Background: an optimization exercise with open tools, aiming at small area. Do not read the settings as production practice.
Only simulation tests tie the RTL to the original design; equivalence was not proved.
Power and IR drop assume default switching activity.

Setup of amber:
==> flow/design.v <==
`default_nettype none
package commandTimersPkg;
    typedef enum logic [1:0] {
        opCheck = 2'b00,
        opWait  = 2'b01,
        opClear = 2'b10,
        opSet   = 2'b11
    } timerOp_e;
    typedef struct packed {
        logic                            isStore;
        logic                            cmdBit;
        logic [$clog2(8)-1:0] select;
        logic                            prescale;
        logic [27-1:0]     waitTime;
        logic [3:0]                      regDest;
    } timerCmd_t;
    typedef struct packed {
        logic [3:0]  regDest;
        logic [31:0] data;
    } timerResult_t;
endpackage
`default_nettype wire
`default_nettype none
module commandTimers
(
    input  wire logic                         clk,
    input  wire logic                         arstN,
    input  wire logic                         ioInAck,
    output logic                              ioInReq,
    input  wire logic [3:0]                   minorOpcodeIn,
    input  wire logic [3:0]                   registerDestIn,
    input  wire logic [16-1:0] dataAddrIn,
    input  wire logic [16-1:0] dataIn,
    output logic      [8-1:0]      timerOutAck,
    input  wire logic [8-1:0]      timerOutReq,
    output logic [8*5-1:0]        resultOut
);
    localparam int NT = 8;
    logic [2:0]  phase;
    logic [15:0] lowHalf;
    logic        cmdValid;
    logic        pStore;
    logic        pBusy;      
    logic [2:0]  pSel;
    logic [3:0]  pTag;
    logic        beatFire;
    logic        highFire;
    logic        setWrite;
    logic [2:0]  sel;
    logic [26:0] waitTime;
    logic        prescale;
    logic [31:0] scaledWait;
    logic        waitOk;
    logic [11:0] highBits;   
    logic        late;       
    logic [2:0]  ringSel;
    logic [26:0] ringWait;
    logic        ringPrescale;
    logic [31:0] ringScaled;
    logic        ringWrite;
    logic [2:0]  ringPos;
    logic [2:0]  ringUntil;
    logic [2:0]  untilPass;
    logic [31:0] passSpan;
    logic        nearIn;
    logic [2:0]  lastLoIn;
    logic [27:0]   ring [NT];
    logic [2:0]    lastLo [NT];
    logic [NT-1:0] near;       
    logic [NT-1:0] busy;
    logic [NT-1:0] waitPending;
    logic [NT-1:0] slotTag0, slotTag1, slotTag2, slotTag3;
    logic [NT-1:0] slotData;
    logic [NT-1:0] ready;
    logic [NT-1:0] accept;
    assign ioInReq  = !cmdValid;
    assign beatFire = ioInAck && !cmdValid;
    assign highFire = beatFire && dataAddrIn[0];
    assign setWrite = highFire && minorOpcodeIn[2];
    assign sel      = dataIn[14:12];
    assign waitTime = {dataIn[10:0], lowHalf};
    assign prescale = dataIn[11];
    assign scaledWait = prescale ? {waitTime, 5'd0} : {5'd0, waitTime};
    assign waitOk = prescale ? ((waitTime != '0) && (!waitTime[26] || (waitTime[25:0] == '0)))
                             : (waitTime[26:1] != '0);
    assign untilPass = sel - phase - 3'd1;
    assign nearIn = (scaledWait[31:4] == '0) && ({1'b0, scaledWait[3:0]} <= {2'b0, untilPass} + 5'd1);
    assign lastLoIn = phase + scaledWait[2:0];
    assign ringSel = late ? pSel : sel;
    assign ringWait = {late ? highBits[10:0] : dataIn[10:0], lowHalf};
    assign ringPrescale = late ? highBits[11] : dataIn[11];
    assign ringScaled = ringPrescale ? {ringWait, 5'd0} : {5'd0, ringWait};
    assign ringPos = phase + 3'd1 - ringSel;
    assign ringWrite = late || (setWrite && !ringPos[0]);
    assign ringUntil = 3'd0 - ringPos;
    assign passSpan = ringScaled - 32'(ringUntil) - 32'd2 - 32'(late);
    always_ff @(posedge clk) begin
        highBits <= dataIn[11:0];
        late     <= setWrite && ringPos[0];
    end
    always_ff @(posedge clk or negedge arstN) begin
        if (!arstN) begin
            phase <= '0;
        end else begin
            phase <= phase + 3'd1;
        end
    end
    always_ff @(posedge clk) begin
        if (beatFire && !dataAddrIn[0]) begin
            lowHalf <= dataIn;
        end
    end
    always_ff @(posedge clk) begin
        if (!cmdValid) begin
            pStore <= minorOpcodeIn[2];
            pBusy  <= dataIn[15] && (!minorOpcodeIn[2] || waitOk);
            pSel   <= sel;
            pTag   <= registerDestIn;
        end
    end
    always_ff @(posedge clk or negedge arstN) begin
        if (!arstN) begin
            cmdValid <= 1'b0;
        end else if (highFire) begin
            cmdValid <= 1'b1;
        end else if (accept != '0) begin
            cmdValid <= 1'b0;
        end
    end
    for (genvar s = 0; s < NT; s++) begin : genRing
        always_ff @(posedge clk) begin
            if ((s % 2 == 0) && ringWrite && (ringPos == 3'(s))) begin
                ring[s] <= passSpan[30:3];
            end else if (s == 1) begin
                ring[s] <= ring[0] - 28'd1;
            end else begin
                ring[s] <= ring[(s + NT - 1) % NT];
            end
        end
    end
    for (genvar i = 0; i < NT; i++) begin : genTimer
        assign ready[i]  = pStore || (!timerOutAck[i] && !waitPending[i]);
        assign accept[i] = cmdValid && (pSel == 3'(i)) && ready[i];
        always_ff @(posedge clk) begin
            if (setWrite && (sel == 3'(i))) begin
                lastLo[i] <= lastLoIn;
            end
        end
        always_ff @(posedge clk) begin
            if (setWrite && (sel == 3'(i))) begin
                near[i] <= nearIn;
            end else if (phase == 3'(i)) begin
                near[i] <= (ring[0] == '0);
            end
        end
        always_ff @(posedge clk or negedge arstN) begin
            if (!arstN) begin
                busy[i] <= 1'b0;
            end else if (accept[i] && pStore) begin
                busy[i] <= pBusy;
            end else if (near[i] && (phase == lastLo[i])) begin
                busy[i] <= 1'b0;
            end
        end
        always_ff @(posedge clk or negedge arstN) begin
            if (!arstN) begin
                waitPending[i] <= 1'b0;
            end else if (accept[i] && !pStore && pBusy) begin
                waitPending[i] <= 1'b1;
            end else if (!busy[i]) begin
                waitPending[i] <= 1'b0;
            end
        end
        always_ff @(posedge clk or negedge arstN) begin
            if (!arstN) begin
                timerOutAck[i] <= 1'b0;
            end else if (timerOutAck[i]) begin
                timerOutAck[i] <= !timerOutReq[i];
            end else begin
                timerOutAck[i] <= (accept[i] && !pStore && !pBusy) || (waitPending[i] && !busy[i]);
            end
        end
        always_ff @(posedge clk) begin
            if (accept[i] && !pStore) begin
                {slotTag3[i], slotTag2[i], slotTag1[i], slotTag0[i]} <= pTag;
                slotData[i] <= !pBusy && busy[i];
            end
        end
        assign resultOut[i*5 +: 5] = {slotTag3[i], slotTag2[i], slotTag1[i], slotTag0[i], slotData[i]};
    end
endmodule
`default_nettype wire
Settings: LEC_CHECK=0, CAP_MARGIN=20, CORE_MARGIN=2, CORE_UTILIZATION=75, CTS_BUF_LIST=sky130_fd_sc_hd__clkbuf_8, CTS_CLUSTER_DIAMETER=60, CTS_CLUSTER_SIZE=18, SLEW_MARGIN=20; clock period 7.0 ns.
standard.sh (not shown) runs the stock make flow with config.mk's settings and CLKGATE_MAP_FILE= SYNTH_SCRIPT=/design/flow/synth_recipe.tcl, a recipe that flattens the netlist after the stock synthesis.
==> flow/flow/run.sh <==
#!/bin/bash
# The standard layout, with single-drive port buffers and a clock tree
# built from mid-size buffers without dummy loads.
set -euo pipefail
export BUFFER_PORTS_ARGS="-buffer_cell sky130_fd_sc_hd__buf_1"
export CTS_ARGS="-sink_clustering_enable -repair_clock_nets -buf_list sky130_fd_sc_hd__clkbuf_8 -sink_clustering_size 18 -sink_clustering_max_diameter 60 -dont_use_dummy_load"
bash standard.sh > standard.log 2>&1
amber finished every step from synthesis to the final layout, and the layout passed the timing, design-rule and antenna checks.
Modified inputs, tundra compared to amber
--- a/flow/design.v
+++ b/flow/design.v
@@ -59,11 +59,13 @@
     logic [31:0] ringScaled;
     logic        ringWrite;
     logic [2:0]  ringPos;
     logic [2:0]  ringUntil;
     logic [2:0]  untilPass;
-    logic [31:0] passSpan;
+    logic [3:0]  spanOffset;
+    logic [4:0]  spanLow;
+    logic [27:0] passSpan;
     logic        nearIn;
     logic [2:0]  lastLoIn;
     logic [27:0]   ring [NT];
     logic [2:0]    lastLo [NT];
     logic [NT-1:0] near;       
@@ -91,11 +93,24 @@
     assign ringPrescale = late ? highBits[11] : dataIn[11];
     assign ringScaled = ringPrescale ? {ringWait, 5'd0} : {5'd0, ringWait};
     assign ringPos = phase + 3'd1 - ringSel;
     assign ringWrite = late || (setWrite && !ringPos[0]);
     assign ringUntil = 3'd0 - ringPos;
-    assign passSpan = ringScaled - 32'(ringUntil) - 32'd2 - 32'(late);
+    assign spanOffset = {1'b0, ringUntil} + 4'd2 + 4'(late);
+    assign spanLow = {1'b0, ringScaled[3:0]} - {1'b0, spanOffset};
+    logic [26:0] spanZeros;
+    logic [26:0] spanHigh;
+    always_comb begin
+        spanZeros[0] = spanLow[4];
+        for (int k = 1; k < 27; k++) begin
+            spanZeros[k] = spanZeros[k-1] && !ringScaled[k+3];
+        end
+        for (int k = 0; k < 27; k++) begin
+            spanHigh[k] = ringScaled[k+4] ^ spanZeros[k];
+        end
+    end
+    assign passSpan = {spanHigh, spanLow[3]};
     always_ff @(posedge clk) begin
         highBits <= dataIn[11:0];
         late     <= setWrite && ringPos[0];
     end
     always_ff @(posedge clk or negedge arstN) begin
@@ -128,11 +143,11 @@
         end
     end
     for (genvar s = 0; s < NT; s++) begin : genRing
         always_ff @(posedge clk) begin
             if ((s % 2 == 0) && ringWrite && (ringPos == 3'(s))) begin
-                ring[s] <= passSpan[30:3];
+                ring[s] <= passSpan;
             end else if (s == 1) begin
                 ring[s] <= ring[0] - 28'd1;
             end else begin
                 ring[s] <= ring[(s + NT - 1) % NT];
             end
Results
- Final checks on tundra, whose flow otherwise completed, came back failing, citing negative setup slack.
- tundra vs amber: total power density per cell area down slightly
- Total of fill cells in the finished design down about 17% in tundra wrt amber
- Relative to amber, buffer and inverter count on the worst path has gone down in tundra.
- In the final design statistics, tundra uses fewer standard cells in total than amber.
- In the reports for tundra and amber, the larger leakage power belongs to tundra.
- The higher relative max-transition margin of tundra and amber is in amber.

## static timing again, ports no longer ideal
The flow's constraints put no driver on any port. The routed layouts listed below were extracted and timed again, unchanged, in two steps. Step 1: set_driving_cell puts a clkbuf_16 on clk and a buf_2 on each other input, an assumption about the parent block. Step 2 adds t to the input delays and takes it off the output delays; t is the mean of the earliest and latest rising clock arrival at the registers after step 1. Input paths then give back, and output paths get back, about the clock's delay inside the block. Three values: no drivers, after step 1, after step 2; two values: the first two.
| run | t, ns | setup WS [ns] | worst register clock-pin slew, ns | worst data-port slew with drivers (ns) |
|---|---|---|---|---|
| amber | 0.585 | 1.479 / 1.501 / 0.916 | 0.11 / 0.11 | 0.07 |
| tundra | 0.564 | -0.798 / -0.801 / -1.365 | 0.11 / 0.11 | 0.08 |
For tundra, which loses most, drivers alone change the setup slack by -0.003 ns; drivers and shift together by -0.567 ns.
